Context: an optimization exercise on an open-source flow, tuned for small area, a short achievable clock period and few clock cycles per item. The choices shown serve that exercise and are no tape-out recipe. RTL that was checked went through simulation tests only; none was proved equivalent to the original. The RTL of run 1 was laid out without a check of its function.

**flow/design.v**
```verilog
package samplerz_pkg;
  typedef logic signed [31:0] mu_t;      
  typedef logic        [15:0] scale_t;   
  typedef logic        [15:0] frac_t;    
  typedef logic signed [15:0] z_t;       
  typedef logic signed [31:0] fix_t;     
  typedef logic        [71:0] rand72_t;  
  typedef logic        [7:0]  rand8_t;   
  typedef struct packed {
    rand72_t rand72;
    rand8_t  rand8;
    logic    b;        
  } lane_rand_t;
  typedef struct packed {
    logic accept;
    z_t   z;           
  } lane_result_t;
  typedef enum logic [1:0] {
    IDLE,
    WAIT_RAND,         
    RUN                
  } ctrl_state_t;
  localparam int CDT_LEN = 18;
  localparam int EXP_LEN = 16;
  function automatic rand72_t CDT_TABLE(input int i);
    case (i)
      0: CDT_TABLE = 72'd3024686241123004913666;
      1: CDT_TABLE = 72'd1564742784480091954050;
      2: CDT_TABLE = 72'd636254429462080897535;
      3: CDT_TABLE = 72'd199560484645026482916;
      4: CDT_TABLE = 72'd47667343854657281903;
      5: CDT_TABLE = 72'd8595902006365044063;
      6: CDT_TABLE = 72'd1163297957344668388;
      7: CDT_TABLE = 72'd117656387352093658;
      8: CDT_TABLE = 72'd8867391802663976;
      9: CDT_TABLE = 72'd496969357462633;
      10: CDT_TABLE = 72'd20680885154299;
      11: CDT_TABLE = 72'd638331848991;
      12: CDT_TABLE = 72'd14602316184;
      13: CDT_TABLE = 72'd247426747;
      14: CDT_TABLE = 72'd3104126;
      15: CDT_TABLE = 72'd28824;
      16: CDT_TABLE = 72'd198;
      17: CDT_TABLE = 72'd1;
      default: CDT_TABLE = '0;
    endcase
  endfunction
  function automatic rand8_t EXP_TABLE(input logic [3:0] i);
    case (i)
      4'd0: EXP_TABLE = 8'd255;
      4'd1: EXP_TABLE = 8'd199;
      4'd2: EXP_TABLE = 8'd155;
      4'd3: EXP_TABLE = 8'd121;
      4'd4: EXP_TABLE = 8'd94;
      4'd5: EXP_TABLE = 8'd73;
      4'd6: EXP_TABLE = 8'd57;
      4'd7: EXP_TABLE = 8'd44;
      4'd8: EXP_TABLE = 8'd35;
      4'd9: EXP_TABLE = 8'd27;
      4'd10: EXP_TABLE = 8'd21;
      4'd11: EXP_TABLE = 8'd16;
      4'd12: EXP_TABLE = 8'd13;
      4'd13: EXP_TABLE = 8'd10;
      4'd14: EXP_TABLE = 8'd8;
      4'd15: EXP_TABLE = 8'd6;
      default: EXP_TABLE = '0;
    endcase
  endfunction
  localparam scale_t INV_SIGMA_MAX_SQR_DIV_2 = 16'd9887;
  function automatic logic [21:0] PART2_TABLE(input logic [4:0] z0);
    PART2_TABLE = '0;
    for (int j = 1; j < 19; j++) begin
      if (z0 == 5'(j)) PART2_TABLE = PART2_TABLE | 22'(j * j * 9887);
    end
  endfunction
  function automatic logic [8:0] ZSQ_TABLE(input logic [5:0] bz0);
    ZSQ_TABLE = '0;
    for (int j = 0; j < 19; j++) begin
      if (bz0 == {1'b0, 5'(j)}) ZSQ_TABLE = ZSQ_TABLE | 9'(j * j);
      if (bz0 == {1'b1, 5'(j)}) ZSQ_TABLE = ZSQ_TABLE | 9'((j + 1) * (j + 1));
    end
  endfunction
  function automatic int CSA_ROWS(input int n0, input int lvl);
    CSA_ROWS = n0;
    for (int i = 0; i < 32; i++) begin
      if (i < lvl && CSA_ROWS > 2) CSA_ROWS = 2 * (CSA_ROWS / 3) + CSA_ROWS % 3;
    end
  endfunction
  function automatic int CSA_LEVELS(input int n0);
    CSA_LEVELS = 0;
    for (int i = 0; i < 32; i++) begin
      if (CSA_ROWS(n0, i) > 2) CSA_LEVELS = i + 1;
    end
  endfunction
  localparam int EXP_INDEX_SHIFT = 14;
endpackage
`timescale 1ns/1ns
module base_sampler (
  input  samplerz_pkg::rand72_t rand72_i,
  output logic [4:0]            z0_o       
);
  logic [samplerz_pkg::CDT_LEN-1:0] above;    
  logic [samplerz_pkg::CDT_LEN:0]   is_cnt;   
  always_comb begin
    for (int i = 0; i < samplerz_pkg::CDT_LEN; i++) begin
      above[i] = (rand72_i < samplerz_pkg::CDT_TABLE(i));
    end
  end
  always_comb begin
    is_cnt[0] = ~above[0];
    for (int j = 1; j < samplerz_pkg::CDT_LEN; j++) begin
      is_cnt[j] = above[j-1] & ~above[j];
    end
    is_cnt[samplerz_pkg::CDT_LEN] = above[samplerz_pkg::CDT_LEN-1];
  end
  always_comb begin
    z0_o = '0;
    for (int j = 1; j <= samplerz_pkg::CDT_LEN; j++) begin
      if (is_cnt[j]) z0_o = z0_o | 5'(j);
    end
  end
endmodule
`timescale 1ns/1ns
module ber_exp (
  input  samplerz_pkg::rand8_t rand8_i,
  output logic [4:0]           cnt_o
);
  logic [samplerz_pkg::EXP_LEN-1:0] above;    
  logic [samplerz_pkg::EXP_LEN:0]   is_cnt;
  always_comb begin
    for (int j = 0; j < samplerz_pkg::EXP_LEN; j++) begin
      above[j] = (rand8_i < samplerz_pkg::EXP_TABLE(4'(j)));
    end
  end
  always_comb begin
    is_cnt[0] = ~above[0];
    for (int j = 1; j < samplerz_pkg::EXP_LEN; j++) begin
      is_cnt[j] = above[j-1] & ~above[j];
    end
    is_cnt[samplerz_pkg::EXP_LEN] = above[samplerz_pkg::EXP_LEN-1];
  end
  always_comb begin
    cnt_o = '0;
    for (int j = 1; j <= samplerz_pkg::EXP_LEN; j++) begin
      if (is_cnt[j]) cnt_o = cnt_o | 5'(j);
    end
  end
endmodule
`timescale 1ns/1ns
module sampling_lane (
  input  logic [8:0]           usq_i,     
  input  logic [5:0]           nz_i,      
  input  logic [4:0]           cnt_i,     
  input  samplerz_pkg::scale_t inv_s_i,
  input  logic [31:0]          sr_i,      
  input  logic [31:0]          sr2_i,     
  output logic                 accept_o,
  output logic [5:0]           nz_o       
);
  logic [8:0]  usq;      
  logic [5:0]  nz;       
  logic [4:0]  z0;
  logic [10:0] usq_ext;
  logic [6:0]  nz_ext;
  logic [4:0]  a_neg, a_one, a_two;
  logic [2:0]  b_neg, b_one, b_two;
  assign usq     = usq_i;
  assign nz      = nz_i;
  assign z0      = nz_i[4:0] ^ {5{nz_i[5]}};
  assign usq_ext = {1'b0, usq, 1'b0};
  assign nz_ext  = {nz, 1'b0};
  always_comb begin
    for (int i = 0; i < 5; i++) begin
      a_neg[i] = usq_ext[2*i+2];
      a_one[i] = usq_ext[2*i+1] ^ usq_ext[2*i];
      a_two[i] = (usq_ext[2*i+2] & ~usq_ext[2*i+1] & ~usq_ext[2*i])
               | (~usq_ext[2*i+2] & usq_ext[2*i+1] & usq_ext[2*i]);
    end
    for (int j = 0; j < 3; j++) begin
      b_neg[j] = nz_ext[2*j+2];
      b_one[j] = nz_ext[2*j+1] ^ nz_ext[2*j];
      b_two[j] = (nz_ext[2*j+2] & ~nz_ext[2*j+1] & ~nz_ext[2*j])
               | (~nz_ext[2*j+2] & nz_ext[2*j+1] & nz_ext[2*j]);
    end
  end
  localparam logic [42:0] ROW_K = 43'(
      - ((64'd1 << 33) + (64'd1 << 35) + (64'd1 << 37) + (64'd1 << 39) + (64'd1 << 41))
      - ((64'd1 << 34) + (64'd1 << 36) + (64'd1 << 38))
      + (64'd1 << 16) - (64'd1 << 38)
      + (64'd1 << 30) - (64'd1 << 34));
  logic [16:0] a_mag [5];    
  logic [33:0] b_mag [3];    
  logic [21:0] part2;
  logic [42:0] neg_row;      
  logic [13*43-1:0] rows;
  logic [42:0] sum_s, sum_c, sum;
  assign part2 = samplerz_pkg::PART2_TABLE(z0);
  always_comb begin
    for (int i = 0; i < 5; i++) begin
      a_mag[i] = a_one[i] ? {1'b0, inv_s_i} : a_two[i] ? {inv_s_i, 1'b0} : 17'd0;
    end
    for (int j = 0; j < 3; j++) begin
      b_mag[j] = b_one[j] ? {1'b0, sr_i, 1'b0} : b_two[j] ? {sr_i, 2'b00} : 34'd0;
    end
  end
  always_comb begin
    neg_row = '0;
    for (int i = 0; i < 5; i++) neg_row[16 + 2 * i] = a_neg[i];
    for (int j = 0; j < 3; j++) neg_row[2 * j] = b_neg[j];
  end
  always_comb begin
    rows[0*43 +: 43] = ROW_K;
    rows[1*43 +: 43] = {11'd0, sr2_i};
    rows[2*43 +: 43] = {5'd0, ~part2, 16'd0};
    rows[3*43 +: 43] = {9'd0, ~cnt_i[3:0], 30'd0};
    rows[4*43 +: 43] = neg_row;
    for (int i = 0; i < 5; i++) begin
      rows[(5+i)*43 +: 43] = 43'({~a_neg[i], a_mag[i] ^ {17{a_neg[i]}}}) << (16 + 2 * i);
    end
    for (int j = 0; j < 3; j++) begin
      rows[(10+j)*43 +: 43] = 43'({~b_neg[j], b_mag[j] ^ {34{b_neg[j]}}}) << (2 * j);
    end
  end
  localparam int CSA_N  = 13;
  localparam int CSA_W  = 43;
  localparam int CSA_LV = samplerz_pkg::CSA_LEVELS(CSA_N);
  logic [(CSA_LV+1)*CSA_N*CSA_W-1:0] csa_lv;
  assign csa_lv[0 +: CSA_N*CSA_W] = rows;
  for (genvar l = 0; l < CSA_LV; l++) begin : g_csa_lv
    localparam int NR = samplerz_pkg::CSA_ROWS(CSA_N, l);
    localparam int G  = NR / 3;
    localparam int IB = l * CSA_N * CSA_W;         
    localparam int OB = (l + 1) * CSA_N * CSA_W;   
    for (genvar g = 0; g < G; g++) begin : g_fa
      logic [CSA_W-1:0] a, b, c, maj;
      assign a   = csa_lv[IB + (3*g)*CSA_W   +: CSA_W];
      assign b   = csa_lv[IB + (3*g+1)*CSA_W +: CSA_W];
      assign c   = csa_lv[IB + (3*g+2)*CSA_W +: CSA_W];
      assign maj = (a & b) | (a & c) | (b & c);
      assign csa_lv[OB + (2*g)*CSA_W   +: CSA_W] = a ^ b ^ c;
      assign csa_lv[OB + (2*g+1)*CSA_W +: CSA_W] = {maj[CSA_W-2:0], 1'b0};
    end
    for (genvar p = 3 * G; p < CSA_N; p++) begin : g_pass
      assign csa_lv[OB + (p-G)*CSA_W +: CSA_W] = (p < NR) ? csa_lv[IB + p*CSA_W +: CSA_W] : '0;
    end
    for (genvar p = CSA_N - G; p < CSA_N; p++) begin : g_zero
      assign csa_lv[OB + p*CSA_W +: CSA_W] = '0;
    end
  end
  assign sum_s = csa_lv[CSA_LV*CSA_N*CSA_W +: CSA_W];
  assign sum_c = csa_lv[CSA_LV*CSA_N*CSA_W + CSA_W +: CSA_W];
  assign sum = sum_s + sum_c;
  assign accept_o = cnt_i[4] | ((cnt_i[3:0] != 4'd0) & sum[42]);
  assign nz_o     = nz;
endmodule
`timescale 1ns/1ns
module lane_select (
  input  logic [5:0]       nz_i,
  input  samplerz_pkg::z_t floor_mu_i,
  output samplerz_pkg::z_t w_o
);
  assign w_o = floor_mu_i - {{10{nz_i[5]}}, nz_i};
endmodule
`timescale 1ns/1ns
module samplerz_ctrl (
  input  logic             clk,
  input  logic             rst_i,
  input  logic             din_val_i,
  input  logic             rand_val_i,
  input  logic             accept_i,    
  input  samplerz_pkg::z_t w_i,         
  output logic             ready_o,
  output logic             request_rand_o,
  output logic             dout_val_o,
  output samplerz_pkg::z_t w_o,
  output logic             din_acc_o,
  output logic             deliv_o,     
  output logic             pre1_o,
  output logic             pre2_o,
  output logic             pre3_o,
  output logic             shift_o      
);
  logic busy_q;    
  logic open_q;    
  logic pend_q;    
  logic lane1_q;   
  logic pre1_q, pre2_q, pre3_q;
  logic lane0;     
  logic done;      
  logic retry;     
  assign ready_o   = ~busy_q;
  assign din_acc_o = din_val_i & ~busy_q;
  assign deliv_o   = rand_val_i & open_q;
  assign lane0     = pend_q & ~pre1_q & ~pre2_q & ~pre3_q;
  assign done      = (lane0 | lane1_q) & accept_i;
  assign retry     = lane1_q & ~accept_i;
  assign pre1_o    = pre1_q;
  assign pre2_o    = pre2_q;
  assign pre3_o    = pre3_q;
  assign shift_o   = lane0;
  always_ff @(posedge clk) begin
    if (rst_i) begin
      busy_q         <= 1'b0;
      open_q         <= 1'b0;
      pend_q         <= 1'b0;
      lane1_q        <= 1'b0;
      pre1_q         <= 1'b0;
      pre2_q         <= 1'b0;
      pre3_q         <= 1'b0;
      request_rand_o <= 1'b0;
      dout_val_o     <= 1'b0;
    end else begin
      pre1_q         <= din_acc_o;
      pre2_q         <= pre1_q;
      pre3_q         <= pre2_q;
      lane1_q        <= lane0 & ~accept_i;
      request_rand_o <= din_acc_o | retry;
      dout_val_o     <= done;
      if (din_acc_o | retry) begin
        open_q <= 1'b1;
      end else if (deliv_o) begin
        open_q <= 1'b0;
      end
      if (deliv_o) begin
        pend_q <= 1'b1;
      end else if (lane0) begin
        pend_q <= 1'b0;
      end
      if (din_acc_o) begin
        busy_q <= 1'b1;
      end else if (dout_val_o) begin
        busy_q <= 1'b0;
      end
    end
  end
  always_ff @(posedge clk) begin
    w_o <= w_i;
  end
endmodule
`timescale 1ns/1ns
module samplerz_top (
  input  logic          clk,
  input  logic          rst_i,
  input  logic          din_val_i,
  input  logic [31:0]   mu_i,         
  input  logic [15:0]   inv_sigma_sqr_div_2_i,
  input  logic          rand_val_i,
  input  logic [161:0]  rand_i,       
  output logic          ready_o,
  output logic          request_rand_o,
  output logic          dout_val_o,
  output logic [15:0]   w_o
);
  logic din_acc, deliv, pre1, pre2, pre3, shift;
  samplerz_pkg::frac_t  r_q;
  samplerz_pkg::scale_t inv_s_q;
  samplerz_pkg::z_t     floor_mu_q;
  always_ff @(posedge clk) begin
    if (din_acc) begin
      floor_mu_q <= mu_i[31:16];
      r_q        <= mu_i[15:0];
      inv_s_q    <= inv_sigma_sqr_div_2_i;
    end
  end
  logic [15:0] opa_q, opb_q;
  logic [31:0] prod;
  logic [31:0] sr_q, sr2_q;
  always_ff @(posedge clk) begin
    opa_q <= din_acc ? mu_i[15:0] : inv_s_q;
    opb_q <= din_acc ? mu_i[15:0] : pre1 ? prod[31:16] : r_q;
  end
  samplerz_mul i_samplerz_mul (
    .a_i (opa_q),
    .b_i (opb_q),
    .p_o (prod)
  );
  always_ff @(posedge clk) begin
    if (pre2) sr2_q <= prod;
    if (pre3) sr_q  <= prod;
  end
  logic [4:0] z0_c [2];
  logic [4:0] cnt_c [2];
  for (genvar g = 0; g < 2; g++) begin : g_lane
    base_sampler i_base_sampler (
      .rand72_i (rand_i[g*81+9 +: 72]),
      .z0_o     (z0_c[g])
    );
    ber_exp i_ber_exp (
      .rand8_i (rand_i[g*81+1 +: 8]),
      .cnt_o   (cnt_c[g])
    );
  end
  logic [8:0] usq_c [2];
  logic [5:0] nz_c [2];
  for (genvar g = 0; g < 2; g++) begin : g_lane_val
    assign usq_c[g] = samplerz_pkg::ZSQ_TABLE({rand_i[g*81], z0_c[g]});
    assign nz_c[g]  = {rand_i[g*81], z0_c[g] ^ {5{rand_i[g*81]}}};   
  end
  logic [8:0] usq_0_q, usq_1_q;
  logic [5:0] nz_0_q, nz_1_q;
  logic [4:0] cnt_0_q, cnt_1_q;
  always_ff @(posedge clk) begin
    if (deliv) begin
      usq_0_q <= usq_c[0];
      nz_0_q  <= nz_c[0];
      cnt_0_q <= cnt_c[0];
    end else if (shift) begin
      usq_0_q <= usq_1_q;
      nz_0_q  <= nz_1_q;
      cnt_0_q <= cnt_1_q;
    end
  end
  always_ff @(posedge clk) begin
    if (deliv) begin
      usq_1_q <= usq_c[1];
      nz_1_q  <= nz_c[1];
      cnt_1_q <= cnt_c[1];
    end
  end
  logic             accept;
  logic [5:0]       nz;
  samplerz_pkg::z_t w;
  sampling_lane i_sampling_lane (
    .usq_i    (usq_0_q),
    .nz_i     (nz_0_q),
    .cnt_i    (cnt_0_q),
    .inv_s_i  (inv_s_q),
    .sr_i     (sr_q),
    .sr2_i    (sr2_q),
    .accept_o (accept),
    .nz_o     (nz)
  );
  lane_select i_lane_select (
    .nz_i       (nz),
    .floor_mu_i (floor_mu_q),
    .w_o        (w)
  );
  samplerz_ctrl i_samplerz_ctrl (
    .clk            (clk),
    .rst_i          (rst_i),
    .din_val_i      (din_val_i),
    .rand_val_i     (rand_val_i),
    .accept_i       (accept),
    .w_i            (w),
    .ready_o        (ready_o),
    .request_rand_o (request_rand_o),
    .dout_val_o     (dout_val_o),
    .w_o            (w_o),
    .din_acc_o      (din_acc),
    .deliv_o        (deliv),
    .pre1_o         (pre1),
    .pre2_o         (pre2),
    .pre3_o         (pre3),
    .shift_o        (shift)
  );
endmodule
module samplerz_mul (
  input  logic [15:0] a_i,
  input  logic [15:0] b_i,
  output logic [31:0] p_o
);
  logic [16*32-1:0] rows;
  logic [31:0]      sum_s, sum_c;
  always_comb begin
    for (int i = 0; i < 16; i++) begin
      rows[i*32 +: 32] = a_i[i] ? (32'(b_i) << i) : 32'd0;
    end
  end
  localparam int CSA_N  = 16;
  localparam int CSA_W  = 32;
  localparam int CSA_LV = samplerz_pkg::CSA_LEVELS(CSA_N);
  logic [(CSA_LV+1)*CSA_N*CSA_W-1:0] csa_lv;
  assign csa_lv[0 +: CSA_N*CSA_W] = rows;
  for (genvar l = 0; l < CSA_LV; l++) begin : g_csa_lv
    localparam int NR = samplerz_pkg::CSA_ROWS(CSA_N, l);
    localparam int G  = NR / 3;
    localparam int IB = l * CSA_N * CSA_W;         
    localparam int OB = (l + 1) * CSA_N * CSA_W;   
    for (genvar g = 0; g < G; g++) begin : g_fa
      logic [CSA_W-1:0] a, b, c, maj;
      assign a   = csa_lv[IB + (3*g)*CSA_W   +: CSA_W];
      assign b   = csa_lv[IB + (3*g+1)*CSA_W +: CSA_W];
      assign c   = csa_lv[IB + (3*g+2)*CSA_W +: CSA_W];
      assign maj = (a & b) | (a & c) | (b & c);
      assign csa_lv[OB + (2*g)*CSA_W   +: CSA_W] = a ^ b ^ c;
      assign csa_lv[OB + (2*g+1)*CSA_W +: CSA_W] = {maj[CSA_W-2:0], 1'b0};
    end
    for (genvar p = 3 * G; p < CSA_N; p++) begin : g_pass
      assign csa_lv[OB + (p-G)*CSA_W +: CSA_W] = (p < NR) ? csa_lv[IB + p*CSA_W +: CSA_W] : '0;
    end
    for (genvar p = CSA_N - G; p < CSA_N; p++) begin : g_zero
      assign csa_lv[OB + p*CSA_W +: CSA_W] = '0;
    end
  end
  assign sum_s = csa_lv[CSA_LV*CSA_N*CSA_W +: CSA_W];
  assign sum_c = csa_lv[CSA_LV*CSA_N*CSA_W + CSA_W +: CSA_W];
  assign p_o = sum_s + sum_c;
endmodule
```
**flow/run.sh**
```bash
#!/bin/bash
# synth_recipe.tcl (not shown) runs the flow's synth.tcl, then flattens the netlist and writes it again
# the make line also repeats each setting of config.mk as NAME=value (left out here)
make -C /OpenROAD-flow-scripts/flow DESIGN_CONFIG=/design/flow/config.mk WORK_HOME=/design/flow/orfs CLKGATE_MAP_FILE= SYNTH_SCRIPT=/design/flow/synth_recipe.tcl finish
```
**flow/config.mk**
```make
export PLATFORM = sky130hd
export DESIGN_NAME = samplerz_top
export DESIGN_NICKNAME = samplerz_top
export VERILOG_FILES = /design/flow/design.v
export SDC_FILE = /design/flow/constraint.sdc
export NUM_CORES = 4
export LEC_CHECK = 0
export CAP_MARGIN = 20
export CORE_MARGIN = 2
export CORE_UTILIZATION = 65
export PLACE_DENSITY = 0.75
export SLEW_MARGIN = 20
```
**flow/constraint.sdc**
```tcl
create_clock -name core_clock -period 14.0 [get_ports {clk}]
set_input_delay 2.8000 -clock core_clock [delete_from_list [all_inputs] [get_ports {clk}]]
set_output_delay 2.8000 -clock core_clock [all_outputs]
set_load 0.01 [all_outputs]
```
==> impl_metrics.toml, run 1 <==
[cells_and_area]
nets = 5205
fillers = 4326
layout.area.seq_sq_um = 5650
fin_area_sq_um = 38800
area_delta_synth_final_pct = 8.91
multi_input_area_sq_um = 26900
final_util_pct = 71.9
final_common_cell = "inv_1"
drive_gt1_share_pct = 2.86
layout_common_cells = "511 x inv_1, 424 x nand2_1, 382 x fa_1, 298 x nor2_1, 254 x ha_1"

[detailed_routing]
vias = 32900
wirelength_microns = 103000
ant_nets = 0
dr.pass1.iters = 7
viasPerCell = 6.50
wl_per_cell_microns = 20.2
drc = 0
drtIter0Drc = 3467

[timing]
setup_ws_ns = 6.33
relSlewSlack_pct = 27.6
rsz0062_at_grt = "false"
max_slew.worst_pin.slew_ns = 1.08
finalSetupViolations = 0
hold-worst-slack_ns = 0.463
finalCritPeriodShare_pct = 54.8
hold_viol_final = 0
skew_ns = 0.0180
finalSetupTns_ns = 0
min_period_ns = 7.67
timing.fmax_mhz = 130
slew_violations = 0

[grt]
track_usage_pct = 35.9
antenna_found_initial = 7
grt_max_degree = 79
grt_pass1_wl_microns = 165000
grt_pass1_vias = 31600
overflow = 0

[worst_setup_path]
endpoint_kind = "register"
worstPathRequired_ns = 14.45
cp.arrival_ns = 8.12
worstPathMaxFanout = 64
start_kind = "register"
crit_type = "register to register"

[clock_tree]
insertion_delay_ns = 0.57
cts_tree = "built"
clk_pin_slew_worst_paths_ns = 0.06
cts_max_level = 1
clockBufferDepth = 3
postCtsHoldBufs = 0
cts-resized-gates = 0
cts_buffers = 25
post_cts_buffers = 0
root_buffer = "clkbuf_16"
cts.sinks = 207

[synth]
seq_area_frac_synth_pct = 15.8
synth-async-reset-ratio_pct = 0
netlist_instances = 4362
synth.avg_cell_area_sq_um = 8.17
synthFlopType = "edfxtp_1"
yosys_warnings = 14
syn_area_sq_um = 35700
yosys_register_bits = 207
syn_nets = 5212
synth_edf_count = 150
synth_cell_types = 97

[floorplan]
row_count = 85
start_util_pct = 66.0
die_h_microns = 238
die-area_sq_um = 56700
die_w_microns = 238
io_pins = 233
core_area_sq_um = 54000

[worst_hold_path]
hp-class = "register to register"

[placed_design]
placed_cell_area_sq_um = 38000
placement.io_buffers = 232
dp_hpwl_microns = 78400
dp_slack_ns = 6.47
finalWeightedCongestion = 1.02

[status]
status = "no timing/DRC/antenna violations"

[run]
max-cap-violations = 0
cell families after synthesis:
kind of cell | synth area share (%)
AOI/OAI and AO/OA | 18.4
xor gates and xnor gates | 2.09
adders and majority gates | 31.3
buffers and inverters | 8.61
DFF | 15.8
muxes | 1.11
and+or+nand+nor | 22.7
cell type report:
cell class | instances | share of cell area (%)
antenna | 2 | 0.0129
clock inverter | 12 | 0.409
multi-input combinational | 3338 | 69.4
timing repair buffer | 267 | 6.66
sequential | 207 | 14.5
inverter | 516 | 4.99
clock buffer | 34 | 1.75
tap | 696 | 2.24
critical path: stages (launching register included):
cell      delay, ns
edfxtp_1       0.33
buf_4          0.52
clkinv_1       0.79
nor2_1         0.52
nand2_1        0.13
a21oi_1        0.19
o221ai_1       0.20
ha_1           0.34
inv_1          0.06
fa_1           0.53
inv_1          0.05
fa_1           0.50
fa_1           0.54
inv_1          0.05
fa_1           0.54
inv_1          0.05
ha_1           0.16
a21o_1         0.17
a21o_1         0.17
a21oi_1        0.20
nor2_1         0.07
a221o_1        0.38
o311ai_0       0.71
nor2_1         0.10
a21o_1         0.22
state kept, by name (all words and copies together) (netlist names), 5 cells and up:
| name | cells |
|---|---|
| nz_1_q | 6 |
| inv_s_q | 16 |
| opa_q | 16 |
| cnt_0_q | 5 |
| usq_0_q | 8 |
| sr2_q | 32 |
| i_samplerz_ctrl.w_o | 16 |
| cnt_1_q | 5 |
| r_q | 16 |
| floor_mu_q | 16 |
| sr_q | 32 |
| opb_q | 16 |
| usq_1_q | 8 |
| nz_0_q | 6 |
per-layer routing:
layer,vias up,wire length [microns],share of wire [%],global-route usage (%)
li1,15200,-,-,-
met1,15700,40000,39,46.3
met2,1683,48900,48,60.0
met3,327,8080,7.9,4.92
met4,12,5410,5.3,17.1
met5,-,85,0.083,0
path summary, 6_finish.rpt:
path	from	endpoint	slack, ns	depth (start not counted)
min reg2reg	i_samplerz_ctrl.busy_q$_SDFFE_PP0P_	i_samplerz_ctrl.busy_q$_SDFFE_PP0P_	0.46	1
max	nz_0_q[2]$_DFFE_PP_	i_samplerz_ctrl.request_rand_o$_SDFF_PP0_	6.33	24
min	i_samplerz_ctrl.busy_q$_SDFFE_PP0P_	i_samplerz_ctrl.busy_q$_SDFFE_PP0P_	0.46	1
max reg2reg	nz_0_q[2]$_DFFE_PP_	i_samplerz_ctrl.request_rand_o$_SDFF_PP0_	6.33	24
through the flow:
step | std cells
final | 5072
after global routing | 5070
after CTS | 5070
after detailed placement | 5024
after global placement | 5024
after floorplan | 4362
synthesized netlist by cell type, drive strengths merged (16+ instances only):
master / count / area [sq um]
and3: 34 / 213
edfxtp: 150 / 4500
a31oi: 80 / 500
mux2i: 36 / 360
clkbuf: 278 / 1040
nand2: 425 / 1600
nand4b: 25 / 219
a21oi: 247 / 1240
o21ai: 201 / 1010
or2: 16 / 100
nor4: 53 / 332
nor3: 83 / 427
buf: 23 / 90.1
o21a: 23 / 173
nor4b: 16 / 176
and2: 236 / 1480
maj3: 32 / 320
nor2b: 30 / 188
nand4: 72 / 450
a211oi: 26 / 200
o31ai: 20 / 150
a21o: 43 / 323
nand3: 76 / 380
or3: 28 / 175
xnor2: 72 / 631
ha: 254 / 3180
nand2b: 43 / 269
fa: 382 / 7650
or4: 19 / 150
a21boi: 34 / 255
a22oi: 77 / 578
inv: 514 / 1930
dfxtp: 57 / 1140
o211ai: 24 / 180
o22ai: 45 / 282
nor2: 300 / 1130
==> run 2, diff against run 1 <==
--- a/flow/design.v
+++ b/flow/design.v
@@ -80,6 +80,25 @@
       if (bz0 == {1'b1, 5'(j)}) ZSQ_TABLE = ZSQ_TABLE | 9'((j + 1) * (j + 1));
     end
   endfunction
+  function automatic logic [23:0] LANE_DIGITS(input logic [8:0] usq, input logic [5:0] nz);
+    logic [10:0] ue;
+    logic [6:0]  ne;
+    logic [4:0]  a_neg, a_one, a_two;
+    logic [2:0]  b_neg, b_one, b_two;
+    ue = {1'b0, usq, 1'b0};
+    ne = {nz, 1'b0};
+    for (int i = 0; i < 5; i++) begin
+      a_neg[i] = ue[2*i+2];
+      a_one[i] = ue[2*i+1] ^ ue[2*i];
+      a_two[i] = (ue[2*i+2] & ~ue[2*i+1] & ~ue[2*i]) | (~ue[2*i+2] & ue[2*i+1] & ue[2*i]);
+    end
+    for (int j = 0; j < 3; j++) begin
+      b_neg[j] = ne[2*j+2];
+      b_one[j] = ne[2*j+1] ^ ne[2*j];
+      b_two[j] = (ne[2*j+2] & ~ne[2*j+1] & ~ne[2*j]) | (~ne[2*j+2] & ne[2*j+1] & ne[2*j]);
+    end
+    LANE_DIGITS = {a_neg, a_one, a_two, b_neg, b_one, b_two};
+  endfunction
   function automatic int CSA_ROWS(input int n0, input int lvl);
     CSA_ROWS = n0;
     for (int i = 0; i < 32; i++) begin
@@ -148,7 +167,7 @@
 endmodule
 `timescale 1ns/1ns
 module sampling_lane (
-  input  logic [8:0]           usq_i,     
+  input  logic [23:0]          dig_i,     
   input  logic [5:0]           nz_i,      
   input  logic [4:0]           cnt_i,     
   input  samplerz_pkg::scale_t inv_s_i,
@@ -157,32 +176,13 @@
   output logic                 accept_o,
   output logic [5:0]           nz_o       
 );
-  logic [8:0]  usq;      
   logic [5:0]  nz;       
   logic [4:0]  z0;
-  logic [10:0] usq_ext;
-  logic [6:0]  nz_ext;
   logic [4:0]  a_neg, a_one, a_two;
   logic [2:0]  b_neg, b_one, b_two;
-  assign usq     = usq_i;
-  assign nz      = nz_i;
-  assign z0      = nz_i[4:0] ^ {5{nz_i[5]}};
-  assign usq_ext = {1'b0, usq, 1'b0};
-  assign nz_ext  = {nz, 1'b0};
-  always_comb begin
-    for (int i = 0; i < 5; i++) begin
-      a_neg[i] = usq_ext[2*i+2];
-      a_one[i] = usq_ext[2*i+1] ^ usq_ext[2*i];
-      a_two[i] = (usq_ext[2*i+2] & ~usq_ext[2*i+1] & ~usq_ext[2*i])
-               | (~usq_ext[2*i+2] & usq_ext[2*i+1] & usq_ext[2*i]);
-    end
-    for (int j = 0; j < 3; j++) begin
-      b_neg[j] = nz_ext[2*j+2];
-      b_one[j] = nz_ext[2*j+1] ^ nz_ext[2*j];
-      b_two[j] = (nz_ext[2*j+2] & ~nz_ext[2*j+1] & ~nz_ext[2*j])
-               | (~nz_ext[2*j+2] & nz_ext[2*j+1] & nz_ext[2*j]);
-    end
-  end
+  assign nz = nz_i;
+  assign z0 = nz_i[4:0] ^ {5{nz_i[5]}};
+  assign {a_neg, a_one, a_two, b_neg, b_one, b_two} = dig_i;
   localparam logic [42:0] ROW_K = 43'(
       - ((64'd1 << 33) + (64'd1 << 35) + (64'd1 << 37) + (64'd1 << 39) + (64'd1 << 41))
       - ((64'd1 << 34) + (64'd1 << 36) + (64'd1 << 38))
@@ -211,15 +211,15 @@
   always_comb begin
     rows[0*43 +: 43] = ROW_K;
     rows[1*43 +: 43] = {11'd0, sr2_i};
-    rows[2*43 +: 43] = {5'd0, ~part2, 16'd0};
-    rows[3*43 +: 43] = {9'd0, ~cnt_i[3:0], 30'd0};
-    rows[4*43 +: 43] = neg_row;
+    rows[2*43 +: 43] = {9'd0, ~cnt_i[3:0], 30'd0};
+    rows[3*43 +: 43] = neg_row;
     for (int i = 0; i < 5; i++) begin
-      rows[(5+i)*43 +: 43] = 43'({~a_neg[i], a_mag[i] ^ {17{a_neg[i]}}}) << (16 + 2 * i);
+      rows[(4+i)*43 +: 43] = 43'({~a_neg[i], a_mag[i] ^ {17{a_neg[i]}}}) << (16 + 2 * i);
     end
     for (int j = 0; j < 3; j++) begin
-      rows[(10+j)*43 +: 43] = 43'({~b_neg[j], b_mag[j] ^ {34{b_neg[j]}}}) << (2 * j);
+      rows[(9+j)*43 +: 43] = 43'({~b_neg[j], b_mag[j] ^ {34{b_neg[j]}}}) << (2 * j);
     end
+    rows[12*43 +: 43] = {5'd0, ~part2, 16'd0};
   end
   localparam int CSA_N  = 13;
   localparam int CSA_W  = 43;
@@ -390,29 +390,31 @@
       .cnt_o   (cnt_c[g])
     );
   end
-  logic [8:0] usq_c [2];
-  logic [5:0] nz_c [2];
+  logic [8:0]  usq_c [2];
+  logic [5:0]  nz_c [2];
+  logic [23:0] dig_c [2];
   for (genvar g = 0; g < 2; g++) begin : g_lane_val
     assign usq_c[g] = samplerz_pkg::ZSQ_TABLE({rand_i[g*81], z0_c[g]});
     assign nz_c[g]  = {rand_i[g*81], z0_c[g] ^ {5{rand_i[g*81]}}};   
+    assign dig_c[g] = samplerz_pkg::LANE_DIGITS(usq_c[g], nz_c[g]);
   end
-  logic [8:0] usq_0_q, usq_1_q;
+  logic [23:0] dig_0_q, dig_1_q;
   logic [5:0] nz_0_q, nz_1_q;
   logic [4:0] cnt_0_q, cnt_1_q;
   always_ff @(posedge clk) begin
     if (deliv) begin
-      usq_0_q <= usq_c[0];
+      dig_0_q <= dig_c[0];
       nz_0_q  <= nz_c[0];
       cnt_0_q <= cnt_c[0];
     end else if (shift) begin
-      usq_0_q <= usq_1_q;
+      dig_0_q <= dig_1_q;
       nz_0_q  <= nz_1_q;
       cnt_0_q <= cnt_1_q;
     end
   end
   always_ff @(posedge clk) begin
     if (deliv) begin
-      usq_1_q <= usq_c[1];
+      dig_1_q <= dig_c[1];
       nz_1_q  <= nz_c[1];
       cnt_1_q <= cnt_c[1];
     end
@@ -421,7 +423,7 @@
   logic [5:0]       nz;
   samplerz_pkg::z_t w;
   sampling_lane i_sampling_lane (
-    .usq_i    (usq_0_q),
+    .dig_i    (dig_0_q),
     .nz_i     (nz_0_q),
     .cnt_i    (cnt_0_q),
     .inv_s_i  (inv_s_q),
==> flow/flow/run.sh (new file) <==
#!/bin/bash
set -euo pipefail
bash standard.sh SETUP_SLACK_MARGIN=10 finish > flow_make.log 2>&1
==> flow/standard.sh (new file) <==
#!/bin/bash
# synth_recipe.tcl (not shown) runs the flow's synth.tcl, then flattens the netlist and writes it again
# the make line also repeats each setting of config.mk as NAME=value (left out here)
make -C /OpenROAD-flow-scripts/flow DESIGN_CONFIG=/design/flow/config.mk WORK_HOME=/design/flow/orfs CLKGATE_MAP_FILE= SYNTH_SCRIPT=/design/flow/synth_recipe.tcl "${@:-finish}"
==> flow/config.mk (replaced) <==
export PLATFORM = sky130hd
export DESIGN_NAME = samplerz_top
export DESIGN_NICKNAME = samplerz_top
export VERILOG_FILES = /design/flow/design.v
export SDC_FILE = /design/flow/constraint.sdc
export NUM_CORES = 4
export LEC_CHECK = 0
export CAP_MARGIN = 40
export CORE_MARGIN = 2
export CORE_UTILIZATION = 40
export SETUP_SLACK_MARGIN = 5
export SLEW_MARGIN = 60
removed: flow/run.sh
==> impl_metrics.toml, run 2 <==
[status]
status = "no timing/DRC/antenna violations"

[synth]
synth_edf_count = 168
syn_area_sq_um = 36100
seq_area_frac_synth_pct = 17.1
netlist_instances = 4306
yosysTopAreaCell = "fa_1"
synth_cell_types = 117
synthFlopType = "edfxtp_1"
syn_nets = 5147
synth-async-reset-ratio_pct = 0
synth.most_common_cell = "inv_1"
synth.avg_cell_area_sq_um = 8.39
synth_top_area_share_pct = 21.0
synthTopCellsByCount = "542 x inv_1, 452 x nand2_1, 379 x fa_1, 260 x clkbuf_1, 253 x and2_1"
yosys_warnings = 16
ys_top_cells_by_area = "fa_1 21%, edfxtp_1 14%, ha_1 8.6%, inv_1 5.6%, nand2_1 4.7%"
yosys_register_bits = 225

[worst_setup_path]
r2r_start = "opb_q[7]$_DFF_P_"
crit_type = "register to register"
cpLargestDelayFamily = "adder cells"
start_kind = "register"
startpoint = "opb_q[7]$_DFF_P_"
endpoint_kind = "register"
cp.arrival_ns = 6.63
worstPathMaxFanout = 7
crit_top_cell = "fa_1"
critPathSlowestCell = "fa_2"
critical_path.max_stage_delay_ns = 0.59
cp_num_buf_inv = 4
worstPathRequired_ns = 14.35
crit_chain = "buf_4 > and2_1 > fa_1 > inv_1 > fa_2 > fa_1 > inv_2 > fa_1 > fa_2 > ha_4 > ha_4 > o21a_1 > o21a_2 > nand3_2 > nand2b_4 > a311oi_4 > a41o_1 > o41a_1 > a41oi_2 > a211o_1 > o21ai_2 > xor2_2 > buf_4"

[placed_design]
placement.io_buffers = 232
finalWeightedCongestion = 0.903
dp_hpwl_microns = 85000
dp_slack_ns = 6.33
dp.cells = 5451

[timing]
finalSetupViolations = 0
skew_ns = 0.0191
relSlewSlack_pct = 54.6
min_period_ns = 6.28
max_slew.worst_pin.slew_ns = 0.680
slew_violations = 0
hold_viol_final = 0
finalCritPeriodShare_pct = 44.9
setup_ws_ns = 7.72
timing.fmax_mhz = 159
hold-worst-slack_ns = 0.453
rsz0062_at_grt = "true"
finalSetupTns_ns = 0

[clock_tree]
cts_max_level = 1
cts_tree = "built"
clockBufferDepth = 3
cts_buffers = 30
cts.sinks = 225
insertion_delay_ns = 0.60
clk_pin_slew_worst_paths_ns = 0.06
root_buffer = "clkbuf_16"
postCtsHoldBufs = 0

[grt]
grt_pass1_vias = 32900
grt_pass1_wl_microns = 186000
antenna_found_initial = 6
grt_max_degree = 80
overflow = 0
track_usage_pct = 24.8

[cells_and_area]
nets = 5421
final_common_cell = "inv_1"
layoutNonFillerInstCount = 5783
area_delta_synth_final_pct = 27.1
reg_top3 = "sr2_q (32), sr_q (32)"
fillers = 8345
drive_gt1_share_pct = 23.8
layout_common_cells = "508 x inv_1, 438 x nand2_1, 360 x fa_1, 234 x buf_4"

[detailed_routing]
drc = 0
dr.pass1.iters = 7
ant_nets = 0
viasPerCell = 5.75
vias = 33300
drtIter0Drc = 2684
wirelength_microns = 119000
wl_per_cell_microns = 20.5

[floorplan]
die_h_microns = 305
die_w_microns = 305
io_pins = 233
core_area_sq_um = 89700
row_count = 110
die-area_sq_um = 92700
start_util_pct = 40.3

[run]
max-cap-violations = 0

[worst_hold_path]
hp-class = "register to register"
hold_start = "i_samplerz_ctrl.busy_q$_SDFFE_PP0P_"
run 2: cell types whose count changed after synthesis, sizes merged, moves of 26 or more:
cell | previous run | this run
xnor2 | 72 | 180
o22ai | 45 | 13
nor2 | 300 | 210
maj3 | 32 | 1
o21ai | 201 | 227
a31oi | 80 | 48
a21oi | 247 | 168
nand2 | 425 | 453
inv | 514 | 548
run 2: cell type report:
type                            instances  area [sq um]  area share [%]
Tap cell                             1176          1470            3.20
Sequential cell                       225          6310            13.7
Multi-Input combinational cell       3239         30000            65.2
Inverter                              548          2150            4.68
Timing Repair Buffer                  535          5010            10.9
Antenna cell                            3          7.51          0.0163
Clock inverter                         19           178           0.387
Timing Repair inverter                  1          11.3          0.0245
Clock buffer                           37           850            1.85
run 2: worst register-to-register path: stages (launching register included):
cell and delay [ns]:
dfxtp_4 0.39, buf_4 0.15, and2_1 0.16, fa_1 0.47
inv_1 0.06, fa_2 0.46, fa_1 0.50, inv_2 0.04
fa_1 0.49, fa_2 0.59, ha_4 0.22, ha_4 0.26
o21a_1 0.13, o21a_2 0.15, nand3_2 0.08, nand2b_4 0.17
a311oi_4 0.29, a41o_1 0.28, o41a_1 0.19, a41oi_2 0.14
a211o_1 0.33, o21ai_2 0.20, xor2_2 0.10, buf_4 0.16
run 2: cell families after synthesis:
| group | Yosys count | share of synthesized area, % |
|---|---|---|
| XOR/XNOR | 193 | 4.68 |
| adder cells (fa/ha/maj) | 628 | 29.6 |
| AO/OA/AOI/OAI | 893 | 16.6 |
| buffers and inverters | 842 | 8.98 |
| flip-flops | 225 | 17.1 |
| multiplexers | 25 | 0.707 |
| AND/OR/NAND/NOR | 1500 | 22.3 |
run 2: per-stage QoR:
stage               utilization, %  cell area (sq um)
floorplan                        -              37800
global placement              44.5              40000
global route                  51.2              45900
detailed placement            44.8              40200
finish                        51.2              45900
CTS                           49.8              44700
run 2: repair_timing:
item | 4_1_cts | 5_1_grt
setup buffers | 189 | 73
pin swaps | 191 | 138
gates resized for setup | 1078 | 258
cloned | 7 | 2
setup endpoints to repair | 155 | 130
run 2: worst paths after layout:
check | slack, ns | end | cells after the start
worst max-delay path | 7.72 | sr_q[31]$_DFFE_PP_ | 23
worst min-delay path | 0.45 | i_samplerz_ctrl.busy_q$_SDFFE_PP0P_ | 1
worst max register to register | 7.72 | sr_q[31]$_DFFE_PP_ | 23
worst min register to register | 0.45 | i_samplerz_ctrl.busy_q$_SDFFE_PP0P_ | 1
run 2: routing by layer:
layer | track usage (%) | up-vias | part of all wire, %
li1 | - | 15400 | -
met1 | 32.7 | 16500 | 42
met2 | 43.8 | 1136 | 50
met3 | 2.42 | 209 | 5.5
met4 | 5.79 | 6 | 2.9
met5 | 0 | - | 0.091
Testbench counts of run 2, summed over its fixed seeds: cycles 83,315, samples 12,000.
==> run 3, diff against run 2 <==
==> flow/flow/run.sh (replaced) <==
#!/bin/bash
set -euo pipefail
bash standard.sh SETUP_SLACK_MARGIN=7 finish > flow_make.log 2>&1
==> impl_metrics.toml, run 3 <==
[detailed_routing]
viasPerCell = 5.69
vias = 31400
dr.pass1.iters = 6
ant_nets = 0
wl_per_cell_microns = 19.7
wirelength_microns = 109000
drtIter0Drc = 2246
drc = 0

[timing]
rsz0062_at_grt = "true"
finalSetupTns_ns = 0
skew_ns = 0.0158
timing.fmax_mhz = 146
relSlewSlack_pct = 59.5
hold_viol_final = 0
finalCritPeriodShare_pct = 48.8
max_slew.worst_pin.slew_ns = 0.604
slew_violations = 0
finalSetupViolations = 0
min_period_ns = 6.84

[cells_and_area]
layoutNonFillerInstCount = 5518
fin_area_sq_um = 40500
drive_gt1_share_pct = 7.14
nets = 5157
final_common_cell = "inv_1"
multi_input_area_sq_um = 27100
final_util_pct = 45.2
area_delta_synth_final_pct = 12.2
layout_common_cells = "537 x inv_1, 451 x nand2_1, 379 x fa_1, 253 x and2_1, 247 x ha_1"
reg_top3 = "sr2_q (32), sr_q (32)"
layout.area.seq_sq_um = 6240
fillers = 8827

[floorplan]
die-area_sq_um = 92700
die_w_microns = 305
row_count = 110
core_area_sq_um = 89700
die_h_microns = 305
start_util_pct = 40.3
io_pins = 233

[grt]
track_usage_pct = 22.9
grt_pass1_wl_microns = 173000
grt_pass1_vias = 31000
overflow = 0
grt_max_degree = 80
antenna_found_initial = 3

[placed_design]
placement.io_buffers = 232
dp_hpwl_microns = 84400
dp.cells = 5453
finalWeightedCongestion = 0.940
placed_cell_area_sq_um = 39100

[worst_setup_path]
r2r_start = "opa_q[3]$_DFF_P_"
worstPathMaxFanout = 13
crit_end = "dig_0_q[12]$_DFFE_PP_"
critPathSlowestCell = "clkdlybuf4s50_1"
r2r_slack_ns = 7.22
start_kind = "primary input"
reg2regPathDepth = 24
startpoint = "rand_i[26]"
cp.arrival_ns = 7.15
worstPathRequired_ns = 14.32
crit_chain = "clkdlybuf4s50_1 > or3_1 > nor4_1 > a221oi_1 > o41ai_2 > a31o_2 > a21oi_1 > and4b_2 > nor3_2 > a221o_2 > or4_4 > o211ai_1 > a31oi_1"
critical_path.max_stage_delay_ns = 0.68
crit_type = "primary input to register"
endpoint_kind = "register"
r2r-end = "sr_q[31]$_DFFE_PP_"

[clock_tree]
cts_buffers = 31
root_buffer = "clkbuf_16"
clockBufferDepth = 3
cts_tree = "built"
cts.sinks = 225
cts_max_level = 1
insertion_delay_ns = 0.60
clk_pin_slew_worst_paths_ns = 0.06

[status]
status = "no timing/DRC/antenna violations"

[synth]
synth-async-reset-ratio_pct = 0
syn_nets = 5147
synth.most_common_cell = "inv_1"
synth_cell_types = 117
synthFlopType = "edfxtp_1"
ys_top_cells_by_area = "fa_1 21%, edfxtp_1 14%, ha_1 8.6%, inv_1 5.6%, nand2_1 4.7%"
netlist_instances = 4306
synth_top_area_share_pct = 21.0
seq_area_frac_synth_pct = 17.1
synthTopCellsByCount = "542 x inv_1, 452 x nand2_1, 379 x fa_1, 260 x clkbuf_1, 253 x and2_1"
synth.avg_cell_area_sq_um = 8.39
syn_area_sq_um = 36100
synth_edf_count = 168
yosys_warnings = 16
yosysTopAreaCell = "fa_1"
yosys_register_bits = 225

[run]
max-cap-violations = 0

[worst_hold_path]
hp-class = "register to register"
## run 3: layout make-up
cell class	instances	share of cell area, %
Antenna cell	1	0.00618
Clock buffer	37	2.12
Clock inverter	21	0.599
Inverter	548	5.08
Multi-Input combinational cell	3239	66.9
Sequential cell	225	15.4
Tap cell	1176	3.63
Timing Repair Buffer	271	6.28
## run 3: logic make-up after synthesis
| logic type | share of synthesized area, % |
|---|---|
| flip-flops | 17.1 |
| XOR/XNOR | 4.68 |
| multiplexers | 0.707 |
| AO/OA/AOI/OAI | 16.6 |
| adder cells (fa/ha/maj) | 29.6 |
| buffers and inverters | 8.98 |
| AND/OR/NAND/NOR | 22.3 |
## run 3: how the worst min path moves through the flow
stage	to	start	slack, ns	depth (start not counted)
floorplan	i_samplerz_ctrl.busy_q$_SDFFE_PP0P_	i_samplerz_ctrl.busy_q$_SDFFE_PP0P_	0.44	1
global placement	i_samplerz_ctrl.busy_q$_SDFFE_PP0P_	i_samplerz_ctrl.busy_q$_SDFFE_PP0P_	0.45	1
detailed placement	i_samplerz_ctrl.busy_q$_SDFFE_PP0P_	i_samplerz_ctrl.dout_val_o$_SDFF_PP0_	0.45	1
CTS	i_samplerz_ctrl.busy_q$_SDFFE_PP0P_	i_samplerz_ctrl.dout_val_o$_SDFF_PP0_	0.46	1
global route	i_samplerz_ctrl.busy_q$_SDFFE_PP0P_	i_samplerz_ctrl.dout_val_o$_SDFF_PP0_	0.50	1
finish	i_samplerz_ctrl.busy_q$_SDFFE_PP0P_	i_samplerz_ctrl.dout_val_o$_SDFF_PP0_	0.46	1
## run 3: repair_timing
item / in CTS / in global routing
buffers inserted: 0 / 3
endpoints found under the setup margin: 14 / 24
hold endpoints to repair: 0 / 0
resized for setup: 23 / 42
hold buffers: 0 / 0
pin swaps: 0 / 8
## run 3: routing by layer
metal | global-route usage [%] | wire [microns]
met5 | 0 | 22
met4 | 5.94 | 2900
met3 | 1.81 | 4860
met2 | 40.5 | 54900
met1 | 30.1 | 45900
## run 3: stage by stage
| stage | setup WS [ns] | hold slack (ns) |
|---|---|---|
| global placement | 6.13 | 0.452 |
| CTS | 7.01 | 0.462 |
| detailed placement | 6.38 | 0.449 |
| finish | 7.16 | 0.457 |
| floorplan | 7.54 | 0.436 |
| global route | 6.99 | 0.496 |
## run 3: worst max-delay path: cells and delay by family
family	cells	cell delay, ns
simple gates	5	1.92
compound gates	7	1.73
buf+inv	1	0.68
==> run 4, diff against run 3 <==
--- a/flow/config.mk
+++ b/flow/config.mk
@@ -5,6 +5,7 @@
 export SDC_FILE = /design/flow/constraint.sdc
 export NUM_CORES = 4
 export LEC_CHECK = 0
+export ABC_AREA = 1
 export CAP_MARGIN = 40
 export CORE_MARGIN = 2
 export CORE_UTILIZATION = 40
==> impl_metrics.toml, run 4 <==
[timing]
skew_ns = 0.0138
finalCritPeriodShare_pct = 46.8
rsz0062_at_grt = "false"
finalSetupViolations = 0
hold_viol_final = 0
slew_violations = 0
min_period_ns = 6.55
finalSetupTns_ns = 0
relSlewSlack_pct = 62.6
max_slew.worst_pin.slew_ns = 0.557
timing.fmax_mhz = 153

[worst_setup_path]
cp.arrival_ns = 6.82
r2r-end = "sr_q[31]$_DFFE_PP_"
r2r_start = "opb_q[7]$_DFF_P_"
endpoint_kind = "register"
worstPathRequired_ns = 14.28
cp_num_buf_inv = 1
crit_type = "register to register"
critPathSlowestCell = "dfxtp_2"
cpLargestDelayFamily = "adder cells"
crit_top_cell = "fa_1"
r2r_slack_ns = 7.45
start_kind = "register"
worstPathMaxFanout = 16
startpoint = "opb_q[7]$_DFF_P_"
crit_chain = "nand2_1 > fa_1 > fa_1 > fa_1 > inv_1 > fa_1 > fa_1 > ha_1 > ha_1 > nand3_1 > nand2_1 > a21oi_1 > o21bai_1 > a21oi_1 > nor3_1 > nor2_1 > o21ai_0 > a211oi_1 > xnor2_1"
reg2regPathDepth = 19
crit_cells = 19
critical_path.max_stage_delay_ns = 0.61

[detailed_routing]
ant_nets = 0
drc = 0
dr.pass1.iters = 6
wl_per_cell_microns = 17.1
drtIter0Drc = 2495
wirelength_microns = 112000
viasPerCell = 5.17
vias = 33900

[floorplan]
start_util_pct = 40.3
row_count = 111
die-area_sq_um = 94500
die_w_microns = 307
io_pins = 233
core_area_sq_um = 91400
die_h_microns = 307

[synth]
yosysTopAreaCell = "fa_1"
muxShareOfSynthArea_pct = 0
seq_area_frac_synth_pct = 16.8
synth_top_area_share_pct = 20.6
syn_area_sq_um = 36800
synth-adder-area-share_pct = 29.0
synth_top_family_by_area = "adder cells"
synth.avg_cell_area_sq_um = 7.07
netlist_instances = 5203
synth_cell_types = 66
syn_nets = 6044
yosys_warnings = 16
synth_compound_area_share_pct = 9.72
yosys_register_bits = 225
synth-async-reset-ratio_pct = 0
synthSimpleGateAreaFrac_pct = 25.9
synthXorXnorAreaFrac_pct = 4.83
synthFlopType = "edfxtp_1"
synthTopCellsByCount = "1159 x inv_1, 1043 x nand2_1, 536 x nor2_1, 379 x fa_1, 253 x o21ai_0"
synth.most_common_cell = "inv_1"
ys_top_cells_by_area = "fa_1 21%, edfxtp_1 14%, inv_1 12%, nand2_1 11%, ha_1 8.4%"
synth_edf_count = 168

[grt]
grt_pass1_vias = 33000
track_usage_pct = 23.5
grt_pass1_wl_microns = 177000
antenna_found_initial = 9
grt_max_degree = 44
overflow = 0

[cells_and_area]
nets = 6177
layoutNonFillerInstCount = 6544
final_common_cell = "inv_1"
final_util_pct = 45.1
reg_top3 = "sr2_q (32), sr_q (32)"
layout_common_cells = "1150 x inv_1, 1039 x nand2_1, 536 x nor2_1, 379 x fa_1, 253 x o21ai_0"
drive_gt1_share_pct = 4.57
area_delta_synth_final_pct = 12.0

[clock_tree]
clockBufferDepth = 3
root_buffer = "clkbuf_16"
postCtsHoldBufs = 0
cts.sinks = 225
cts_buffers = 27
cts-resized-gates = 0
post_cts_buffers = 0
insertion_delay_ns = 0.56
cts_tree = "built"
clk_pin_slew_worst_paths_ns = 0.07
cts_max_level = 1

[placed_design]
dp_hpwl_microns = 93100
placement.io_buffers = 232
dp.cells = 6493
finalWeightedCongestion = 0.962

[status]
status = "no timing/DRC/antenna violations"

[worst_hold_path]
hold_start = "i_samplerz_ctrl.pend_q$_SDFFE_PP0P_"
hold_depth = 2
min_to = "i_samplerz_ctrl.pend_q$_SDFFE_PP0P_"
hp-class = "register to register"

[run]
max-cap-violations = 0
## run 4: cell types whose count changed after synthesis, sizes merged, moves of 49 or more
cell,change
nor4,-49
nand3,+168
a22oi,-98
and2,-253
xnor2,-165
clkbuf,-133
inv,+638
xor2,+175
o22ai,+102
nor3,+53
nor2,+374
nand2,+610
## run 4: cell families (layout without fill, tap and decap cells)
logic type | after synthesis | count (layout)
AO/OA/AOI/OAI | 634 | 634
XOR/XNOR | 203 | 203
adder cells (fa/ha/maj) | 627 | 627
buffers and inverters | 1342 | 1496
flip-flops | 225 | 225
other | 0 | 1
AND/OR/NAND/NOR | 2172 | 2172
## run 4: final cells by class
class,count,area (sq um)
Inverter,1197,4500
Fill cell,9445,50200
Clock inverter,11,82.6
Clock buffer,39,825
Multi-Input combinational cell,3636,25700
Antenna cell,1,2.50
Sequential cell,225,6230
Timing Repair Buffer,249,2440
Tap cell,1186,1480
## run 4: through the flow
step | setup slack (ns) | area (sq um) | hold slack [ns]
6_report | 7.45 | 41200 | 0.461
5_1_grt | 7.03 | 41200 | 0.494
4_1_cts | 7.26 | 41200 | 0.466
3_5_place_dp | 7.21 | 40300 | 0.457
3_3_place_gp | 6.65 | 40200 | 0.445
2_1_floorplan | 8.09 | 36800 | 0.435
## run 4: routing by layer
| metal | part of all wire, % | up-vias | routed length [microns] | global-route usage (%) |
|---|---|---|---|---|
| li1 | - | 16500 | - | - |
| met1 | 44 | 16100 | 49200 | 31.5 |
| met2 | 48 | 1042 | 53900 | 40.8 |
| met3 | 5.5 | 152 | 6160 | 2.59 |
| met4 | 2.1 | 12 | 2300 | 4.62 |
| met5 | 0.072 | - | 80 | 0 |
## run 4: worst max path at each step
stage	endpoint	slack (ns)
2_1_floorplan	i_samplerz_ctrl.dout_val_o$_SDFF_PP0_	8.09
3_3_place_gp	i_samplerz_ctrl.dout_val_o$_SDFF_PP0_	6.65
3_5_place_dp	dig_1_q[11]$_DFFE_PP_	7.21
4_1_cts	i_samplerz_ctrl.dout_val_o$_SDFF_PP0_	7.26
5_1_grt	opb_q[12]$_DFF_P_	7.03
6_report	sr_q[31]$_DFFE_PP_	7.45
## run 4: worst register-to-register path: stages (launching register included)
cell	delay, ns
dfxtp_2	0.61
nand2_1	0.16
fa_1	0.57
fa_1	0.45
fa_1	0.55
inv_1	0.06
fa_1	0.52
fa_1	0.52
ha_1	0.31
ha_1	0.36
nand3_1	0.10
nand2_1	0.10
a21oi_1	0.09
o21bai_1	0.33
a21oi_1	0.22
nor3_1	0.17
nor2_1	0.10
o21ai_0	0.38
a211oi_1	0.17
xnor2_1	0.49
==> run 5, diff against run 4 <==
==> flow/flow/run.sh (replaced) <==
#!/bin/bash
set -euo pipefail
bash standard.sh SETUP_SLACK_MARGIN=9 finish > flow_make.log 2>&1
==> impl_metrics.toml, run 5 <==
[timing]
hold_viol_final = 0
rsz0062_at_grt = "true"
max_slew.worst_pin.slew_ns = 0.536
finalSetupTns_ns = 0
slew_violations = 0
finalCritPeriodShare_pct = 41.3
finalSetupViolations = 0
min_period_ns = 5.78
timing.fmax_mhz = 173
relSlewSlack_pct = 63.8
skew_ns = 0.0164

[grt]
grt_pass1_wl_microns = 195000
track_usage_pct = 26.0
overflow = 0
grt_max_degree = 79
grt_pass1_vias = 35900
antenna_found_initial = 4

[clock_tree]
cts.sinks = 225
cts_buffers = 28
root_buffer = "clkbuf_16"
postCtsHoldBufs = 0
clk_pin_slew_worst_paths_ns = 0.06
clockBufferDepth = 3
cts_tree = "built"
insertion_delay_ns = 0.57
cts_max_level = 1

[placed_design]
dp_hpwl_microns = 95400
finalWeightedCongestion = 0.954
placement.io_buffers = 232

[worst_setup_path]
cp.arrival_ns = 6.23
crit_type = "register to register"
endpoint_kind = "register"
critical_path.max_stage_delay_ns = 0.50
crit_chain = "buf_6 > nand2_2 > inv_2 > fa_1 > inv_1 > fa_1 > fa_1 > fa_1 > fa_1 > inv_1 > fa_1 > ha_4 > a21oi_2 > inv_2 > o21ai_2 > o211ai_1 > a21oi_4 > nor3_2 > nor2_2 > o21ai_4 > a211oi_4 > xnor2_2 > nor2_1 > o22ai_1"
critPathSlowestCell = "fa_1"
crit_top_cell = "fa_1"
start_kind = "register"
cp_num_buf_inv = 5
worstPathRequired_ns = 14.44
worstPathMaxFanout = 5
cpLargestDelayFamily = "adder cells"

[floorplan]
start_util_pct = 40.3
die_w_microns = 307
row_count = 111
die-area_sq_um = 94500
core_area_sq_um = 91400
io_pins = 233
die_h_microns = 307

[synth]
yosysTopAreaCell = "fa_1"
yosys_register_bits = 225
ys_top_cells_by_area = "fa_1 21%, edfxtp_1 14%, inv_1 12%, nand2_1 11%, ha_1 8.4%"
synth_edf_count = 168
syn_area_sq_um = 36800
synthTopCellsByCount = "1159 x inv_1, 1043 x nand2_1, 536 x nor2_1, 379 x fa_1, 253 x o21ai_0"
synth.most_common_cell = "inv_1"
yosys_warnings = 16
synth_cell_types = 66
synth_top_area_share_pct = 20.6
synthFlopType = "edfxtp_1"
syn_nets = 6044
synth-async-reset-ratio_pct = 0
seq_area_frac_synth_pct = 16.8
synth.avg_cell_area_sq_um = 7.07
netlist_instances = 5203

[cells_and_area]
layout_common_cells = "1030 x inv_1, 864 x nand2_1, 404 x buf_4, 356 x fa_1, 339 x nor2_1"
area_delta_synth_final_pct = 34.5
nets = 6655
drive_gt1_share_pct = 28.5
final_common_cell = "inv_1"
reg_top3 = "sr2_q (32), sr_q (32)"
diodes = 0

[detailed_routing]
wl_per_cell_microns = 18.4
drtIter0Drc = 2574
vias = 37100
viasPerCell = 5.28
dr.pass1.iters = 6
wirelength_microns = 130000
ant_nets = 0
drc = 0

[worst_hold_path]
hp-class = "register to register"

[status]
status = "no timing/DRC/antenna violations"

[run]
max-cap-violations = 0
-- run 5: worst paths after layout --
| check | start | endpoint | slack, ns | cells after the start |
|---|---|---|---|---|
| worst max-delay path | opa_q[7]$_DFF_P_ | opb_q[15]$_DFF_P_ | 8.22 | 24 |
| worst min-delay path | i_samplerz_ctrl.pend_q$_SDFFE_PP0P_ | i_samplerz_ctrl.pend_q$_SDFFE_PP0P_ | 0.47 | 2 |
| worst max register to register | opa_q[7]$_DFF_P_ | opb_q[15]$_DFF_P_ | 8.22 | 24 |
| worst min register to register | i_samplerz_ctrl.pend_q$_SDFFE_PP0P_ | i_samplerz_ctrl.pend_q$_SDFFE_PP0P_ | 0.47 | 2 |
-- run 5: timing repair --
item / CTS / global route
resized for setup: 1279 / 529
endpoints found under the setup margin: 100 / 86
gates cloned: 11 / 1
setup buffers: 314 / 152
pin swaps: 307 / 295
-- run 5: through the flow --
| step | std cells | setup slack, ns | hold WS, ns | util [%] | area [sq um] |
|---|---|---|---|---|---|
| 5_1_grt | 7022 | 8.02 | 0.492 | 54.2 | 49500 |
| 2_1_floorplan | 5203 | 8.52 | 0.435 | - | 38100 |
| 6_report | 7022 | 8.22 | 0.468 | 54.2 | 49500 |
| 4_1_cts | 6868 | 8.34 | 0.462 | 51.2 | 46800 |
| 3_5_place_dp | 6491 | 7.36 | 0.452 | 44.8 | 41000 |
| 3_3_place_gp | 6488 | 6.78 | 0.448 | 44.7 | 40900 |
-- run 5: routing by layer --
layer	vias up	track usage [%]	routed length, microns
met3	256	2.42	7590
met1	18000	34.1	53200
met2	1280	45.9	64300
li1	17500	-	-
met4	4	6.58	4400
met5	-	0	21
-- run 5: cell families (layout without fill, tap and decap cells) --
| group | after synthesis | in the layout | share of synthesized area [%] |
|---|---|---|---|
| AND/OR/NAND/NOR | 2172 | 2176 | 25.9 |
| flip-flops | 225 | 225 | 16.8 |
| AO/OA/AOI/OAI | 634 | 634 | 9.72 |
| XOR/XNOR | 203 | 203 | 4.83 |
| adder cells (fa/ha/maj) | 627 | 627 | 29.0 |
| buffers and inverters | 1342 | 1971 | 13.7 |
-- run 5: layout make-up --
type	count	area, sq um
multi-input combinational	3640	29900
clock buffer	40	830
inverter	1197	4680
clock inverter	12	90.1
fill	8600	41900
tap	1186	1480
sequential	225	6290
timing repair inverter	7	96.3
timing repair buffer	715	6100
-- run 5: worst reg2reg max path: cells and delay by family (launching register included) --
family	cells	cell delay, ns
adder cells (fa/ha/maj)	7	3.21
AO/OA/AOI/OAI	7	1.17
AND/OR/NAND/NOR	4	0.45
flip-flops	1	0.39
buffers and inverters	5	0.33
XOR/XNOR	1	0.11

==> what the ideal ports hide <==
How much do the figures lean on ideal ports? The routed layouts below were timed once more, with nothing changed but the port constraints.
Step 1 assumes that a clkbuf_16 drives the clock port and a buf_2 every other input.
Step 2 also shifts input and output timing later by t, the mid clock arrival at the registers, as if the neighbouring blocks saw the same clock.
Slacks: no drivers / after step 1 / after step 2; pairs: no drivers / after step 1.
run	t (ns)	setup slack, ns	worst hold slack (ns)	worst setup path at the end	pins driven straight from the clock port
run 1	0.621	6.333 / 6.333 / 6.333	0.463 / 0.463 / 0.463	register to register	1
run 2	0.656	7.718 / 7.718 / 7.385	0.453 / 0.453 / 0.453	input to register	1
run 3	0.661	7.162 / 7.206 / 6.545	0.457 / 0.457 / 0.457	input to register	1
run 4	0.611	7.455 / 7.455 / 7.183	0.461 / 0.461 / 0.461	input to register	1
run 5	0.617	8.216 / 8.216 / 8.216	0.468 / 0.468 / 0.468	register to register	1
After both steps setup and hold are still met in every run listed. For run 3, which loses most, drivers alone change the setup slack by +0.044 ns; drivers and shift together by -0.617 ns.
